What follows belongs to an exercise in optimizing a design on an open flow for small area and a short achievable clock period; a production flow would make more cautious choices. In this exercise RTL edits were held to simulation tests only and were not proved equivalent to the original. The clock port is modelled as an ideal driver; clocking choices that lean on that would not hold on a real chip.

==> flow/design.v <==
package dac_pkg;
    typedef enum logic [1:0] {IDLE, PRIME, PLAY} state_t;
    localparam int ADDR_W_DEF = 8;
    localparam int DATA_W_DEF = 8;
    localparam logic [7:0] IDLE_CODE = 8'd128;
endpackage
module dac_aoi222 (
    input  logic a0, b0, a1, b1, a2, b2,
    output logic y
);
    assign y = !((a0 && b0) || (a1 && b1) || (a2 && b2));
endmodule
module dac_nand #(parameter int W = 4) (
    input  logic [W-1:0] a,
    output logic         y
);
    assign y = !(&a);
endmodule
module dac_nor #(parameter int W = 4) (
    input  logic [W-1:0] a,
    output logic         y
);
    assign y = !(|a);
endmodule
module dac_sample_ram #(
    parameter int ADDR_W = 8,
    parameter int DATA_W = 8,
    parameter int GRP_W  = 3
) (
    input  logic                            clk_35M,
    input  logic [2**(ADDR_W/2)-1:0]        wr_row,    
    input  logic [2**(ADDR_W-ADDR_W/2)-1:0] wr_col,    
    input  logic [DATA_W-1:0]               wr_data,
    input  logic [2**(ADDR_W-GRP_W)-1:0]    rd_sel,    
    output logic [2**GRP_W*DATA_W-1:0]      rd_grp_n
);
    localparam int N  = 2**ADDR_W;
    localparam int NG = 2**GRP_W;
    localparam int GN = 2**(ADDR_W-GRP_W);
    localparam int NT = GN / 3;               
    localparam int NR = GN - 3 * NT;          
    localparam int NX = NT + (NR > 0 ? 1 : 0);
    localparam int NC = (NX + 3) / 4;         
    logic [N*DATA_W-1:0]       mem;
    logic [N-1:0]              we;
    logic [NG*DATA_W-1:0]      rd_nor;
    always_comb
        for (int w = 0; w < N; w++)
            we[w] = wr_row[w >> (ADDR_W-ADDR_W/2)] && wr_col[w % 2**(ADDR_W-ADDR_W/2)];
    for (genvar w = 0; w < N; w++) begin : g_word
        always_ff @(posedge clk_35M)
            if (we[w]) mem[w*DATA_W +: DATA_W] <= wr_data;
    end
    for (genvar g = 0; g < NG; g++) begin : g_grp
        for (genvar b = 0; b < DATA_W; b++) begin : g_bit
            logic [NX-1:0] x;    
            logic [NC-1:0] c;    
            for (genvar t = 0; t < NT; t++) begin : g_t
                dac_aoi222 u_aoi (
                    .a0(rd_sel[3*t]),   .b0(mem[(g*GN+3*t)*DATA_W + b]),
                    .a1(rd_sel[3*t+1]), .b1(mem[(g*GN+3*t+1)*DATA_W + b]),
                    .a2(rd_sel[3*t+2]), .b2(mem[(g*GN+3*t+2)*DATA_W + b]),
                    .y(x[t])
                );
            end
            if (NR == 1) begin : g_r1
                assign x[NT] = !(rd_sel[3*NT] && mem[(g*GN+3*NT)*DATA_W + b]);
            end else if (NR == 2) begin : g_r2
                assign x[NT] = !((rd_sel[3*NT] && mem[(g*GN+3*NT)*DATA_W + b]) ||
                                 (rd_sel[3*NT+1] && mem[(g*GN+3*NT+1)*DATA_W + b]));
            end
            for (genvar k = 0; k < NC; k++) begin : g_c
                localparam int K0 = 4 * k;
                localparam int KW = NX - K0 < 4 ? NX - K0 : 4;
                dac_nand #(.W(KW)) u_nand (.a(x[K0 +: KW]), .y(c[k]));
            end
            dac_nor #(.W(NC)) u_nor (.a(c), .y(rd_nor[g*DATA_W + b]));
        end
    end
    always_ff @(posedge clk_35M) rd_grp_n <= rd_nor;
endmodule
module dac_playback #(
    parameter int ADDR_W = dac_pkg::ADDR_W_DEF,
    parameter int DATA_W = dac_pkg::DATA_W_DEF,
    parameter logic [DATA_W-1:0] IDLE_CODE = DATA_W'(dac_pkg::IDLE_CODE)
) (
    input logic clk_35M,
    input logic rst,
    input  logic              wr_en,
    input  logic [ADDR_W-1:0] wr_addr,
    input  logic [DATA_W-1:0] wr_data,
    input  logic              start,
    input  logic              stop,
    input  logic [ADDR_W-1:0] len,
    input  logic              loop,
    input  logic [7:0]        div,
    input  logic              test_ramp,
    output logic [DATA_W-1:0] da_data,
    output logic              sample_stb,
    output logic              busy,
    output logic              done
);
    localparam int GRP_W = 3;
    localparam int LW    = ADDR_W - GRP_W;
    logic              prime;      
    logic              bnd;        
    logic              bnd_n;      
    logic              play;
    logic              end_now;
    logic              wrap;
    logic [ADDR_W-1:0] len_q;
    logic [ADDR_W-1:0] ra;         
    logic [2**LW-1:0]  rs;         
    logic              eq;         
    logic [7:0]        div_q;
    logic              div_z;
    logic [7:0]        cnt;
    logic              loop_q;
    logic              stop_q;
    logic              first;
    logic              last;
    logic              ramp_q;
    logic [DATA_W-1:0] ramp_v;
    logic [2**GRP_W*DATA_W-1:0] rd_grp_n;
    logic [2**GRP_W-1:0] rd_gsel;  
    logic [DATA_W-1:0] rd_data;
    logic [DATA_W-1:0] da_q;       
    localparam int HW = ADDR_W / 2;
    logic [2**HW-1:0]  wr_row;
    logic [2**(ADDR_W-HW)-1:0] wr_col;
    assign da_data = da_q ^ IDLE_CODE;
    assign play    = busy && !prime;
    assign end_now = !first && (last || stop_q);
    assign wrap    = ra == len_q;
    always_comb begin
        rd_data = '0;
        for (int g = 0; g < 2**GRP_W; g++)
            rd_data = rd_data | ({DATA_W{rd_gsel[g]}} & ~rd_grp_n[g*DATA_W +: DATA_W]);
    end
    always_comb begin
        for (int i = 0; i < 2**HW; i++)
            wr_row[i] = wr_en && wr_addr[ADDR_W-1:ADDR_W-HW] == HW'(i);
        for (int i = 0; i < 2**(ADDR_W-HW); i++)
            wr_col[i] = wr_addr[ADDR_W-HW-1:0] == (ADDR_W-HW)'(i);
    end
    always_comb begin
        if (prime)      bnd_n = 1'b1;
        else if (!play) bnd_n = 1'b0;
        else if (bnd)   bnd_n = !end_now && div_z;
        else            bnd_n = cnt == 8'd1;
    end
    dac_sample_ram #(.ADDR_W(ADDR_W), .DATA_W(DATA_W), .GRP_W(GRP_W)) u_ram (
        .clk_35M(clk_35M),
        .wr_row(wr_row),
        .wr_col(wr_col),
        .wr_data(wr_data),
        .rd_sel(rs),
        .rd_grp_n(rd_grp_n)
    );
    always_ff @(posedge clk_35M or posedge rst) begin
        if (rst) begin
            prime      <= 1'b0;
            bnd        <= 1'b0;
            da_q       <= '0;
            sample_stb <= 1'b0;
            busy       <= 1'b0;
            done       <= 1'b0;
        end else begin
            sample_stb <= 1'b0;
            done       <= 1'b0;
            bnd        <= bnd_n;
            if (!busy) begin
                if (start) begin
                    prime <= 1'b1;
                    busy  <= 1'b1;
                end
            end else if (prime) begin
                prime <= 1'b0;
            end else if (bnd) begin
                if (end_now) begin
                    busy    <= 1'b0;
                    done    <= 1'b1;
                    da_q    <= '0;
                end else begin
                    da_q       <= ({DATA_W{ramp_q}} & (ramp_v ^ IDLE_CODE)) |
                                  ({DATA_W{!ramp_q}} & (rd_data ^ IDLE_CODE));
                    sample_stb <= 1'b1;
                end
            end
        end
    end
    always_ff @(posedge clk_35M) begin
        eq      <= wrap;
        for (int g = 0; g < 2**GRP_W; g++)
            rd_gsel[g] <= ra[ADDR_W-1 -: GRP_W] == GRP_W'(g);
        if (bnd_n) begin
            ra <= wrap ? '0 : ra + 1'b1;
            rs <= wrap ? (2**LW)'(1) : {rs[2**LW-2:0], rs[2**LW-1]};
        end
        if (!busy) begin
            len_q  <= len;
            div_q  <= div;
            div_z  <= div == 8'd0;
            loop_q <= loop;
            ra     <= '0;
            rs     <= (2**LW)'(1);
            stop_q <= 1'b0;
            first  <= 1'b1;
            last   <= 1'b0;
            ramp_q <= test_ramp;
            ramp_v <= '0;
        end else if (prime) begin
            stop_q <= stop;
        end else begin
            if (stop) stop_q <= 1'b1;
            if (!bnd) cnt <= cnt - 1'b1;
            else if (!end_now) begin
                cnt    <= div_q;
                first  <= 1'b0;
                last   <= !ramp_q && !loop_q && eq;
                ramp_v <= ramp_v + 1'b1;
            end
        end
    end
endmodule
==> flow/config.mk <==
export PLATFORM = sky130hd
export DESIGN_NAME = dac_playback
export DESIGN_NICKNAME = dac_playback
export VERILOG_FILES = /design/flow/design.v
export SDC_FILE = /design/flow/constraint.sdc
export NUM_CORES = 4
export LEC_CHECK = 0
export CAP_MARGIN = 20
export CORE_MARGIN = 2
export CORE_UTILIZATION = 62
export SETUP_SLACK_MARGIN = 3.6
export SLEW_MARGIN = 20
export SYNTH_HIERARCHICAL = 1
export TNS_END_PERCENT = 100
==> flow/constraint.sdc <==
create_clock -name core_clock -period 6.0 [get_ports {clk_35M}]
set_input_delay 1.2000 -clock core_clock [delete_from_list [all_inputs] [get_ports {clk_35M}]]
set_output_delay 1.2000 -clock core_clock [all_outputs]
set_load 0.01 [all_outputs]
standard.sh (not shown) runs the stock make flow with config.mk's settings and CLKGATE_MAP_FILE= SYNTH_SCRIPT=/design/flow/synth_recipe.tcl, a recipe that flattens the netlist after the stock synthesis.
==> flow/flow/run.sh <==
#!/bin/bash
# The standard layout (standard.sh: ORFS from synthesis to finish) with two changes:
# - the port buffers are buf_4 cells (the default picks a delay cell);
# - clock tree synthesis builds the tree from buf_12 cells (buf_16 at the root), with sink clusters
#   of up to 25 registers and no dummy loads: fewer, faster clock buffers.
# make's full output goes to flow_make.log here; ORFS keeps each step's log under orfs/logs.
set -euo pipefail
bash standard.sh \
  BUFFER_PORTS_ARGS="-buffer_cell sky130_fd_sc_hd__buf_4" \
  CTS_ARGS="-sink_clustering_enable -repair_clock_nets -dont_use_dummy_load -sink_clustering_size 25 -sink_clustering_max_diameter 150 -buf_list sky130_fd_sc_hd__buf_12 -root_buf sky130_fd_sc_hd__buf_16" \
  finish > flow_make.log 2>&1
The first run completed without violations.
==> next run, changes <==
==> flow/flow/run.sh (replaced) <==
#!/bin/bash
# The standard layout (standard.sh: ORFS from synthesis to finish) with two changes:
# - the port buffers are buf_4 cells (the default picks a delay cell);
# - clock tree synthesis uses larger sink clusters and no dummy loads: fewer clock buffers.
# make's full output goes to flow_make.log here; ORFS keeps each step's log under orfs/logs.
set -euo pipefail
bash standard.sh \
  BUFFER_PORTS_ARGS="-buffer_cell sky130_fd_sc_hd__buf_4" \
  CTS_ARGS="-sink_clustering_enable -repair_clock_nets -dont_use_dummy_load -sink_clustering_size 30 -sink_clustering_max_diameter 100" \
  finish > flow_make.log 2>&1
Synthesized area stays the same.
Final area stays flat.
Via count barely changes.
Non-clock buffer count goes down by 1.

[afterwards: timing with drivers on the ports]
No port has a modelled driver above. Below, the same layouts with a new extraction and two added sets of constraints. Step 1 assumes that a clkbuf_16 drives the clock port and a buf_2 every other input. Step 2, shift: input delay + t, output delay - t, t = (earliest + latest rising clock arrival at the registers) / 2. This alone moves slack from input paths to output paths. a / b / c = no drivers / after step 1 / after step 2; a / b = the first two.
run | t, ns | setup WS [ns] | hold slack, ns | worst register clock-pin slew, ns | worst data-port slew with drivers (ns)
the first run | 0.764 | 3.557 / 3.479 / 2.733 | 0.499 / 0.499 / 0.499 | 0.10 / 0.10 | 0.17
the second run | 0.768 | 3.510 / 3.437 / 2.771 | 0.501 / 0.473 / 0.501 | 0.11 / 0.11 | 0.17
After both steps every run listed still meets setup and hold. For the first run, which loses most, drivers alone change the setup slack by -0.078 ns; drivers and shift together by -0.824 ns.
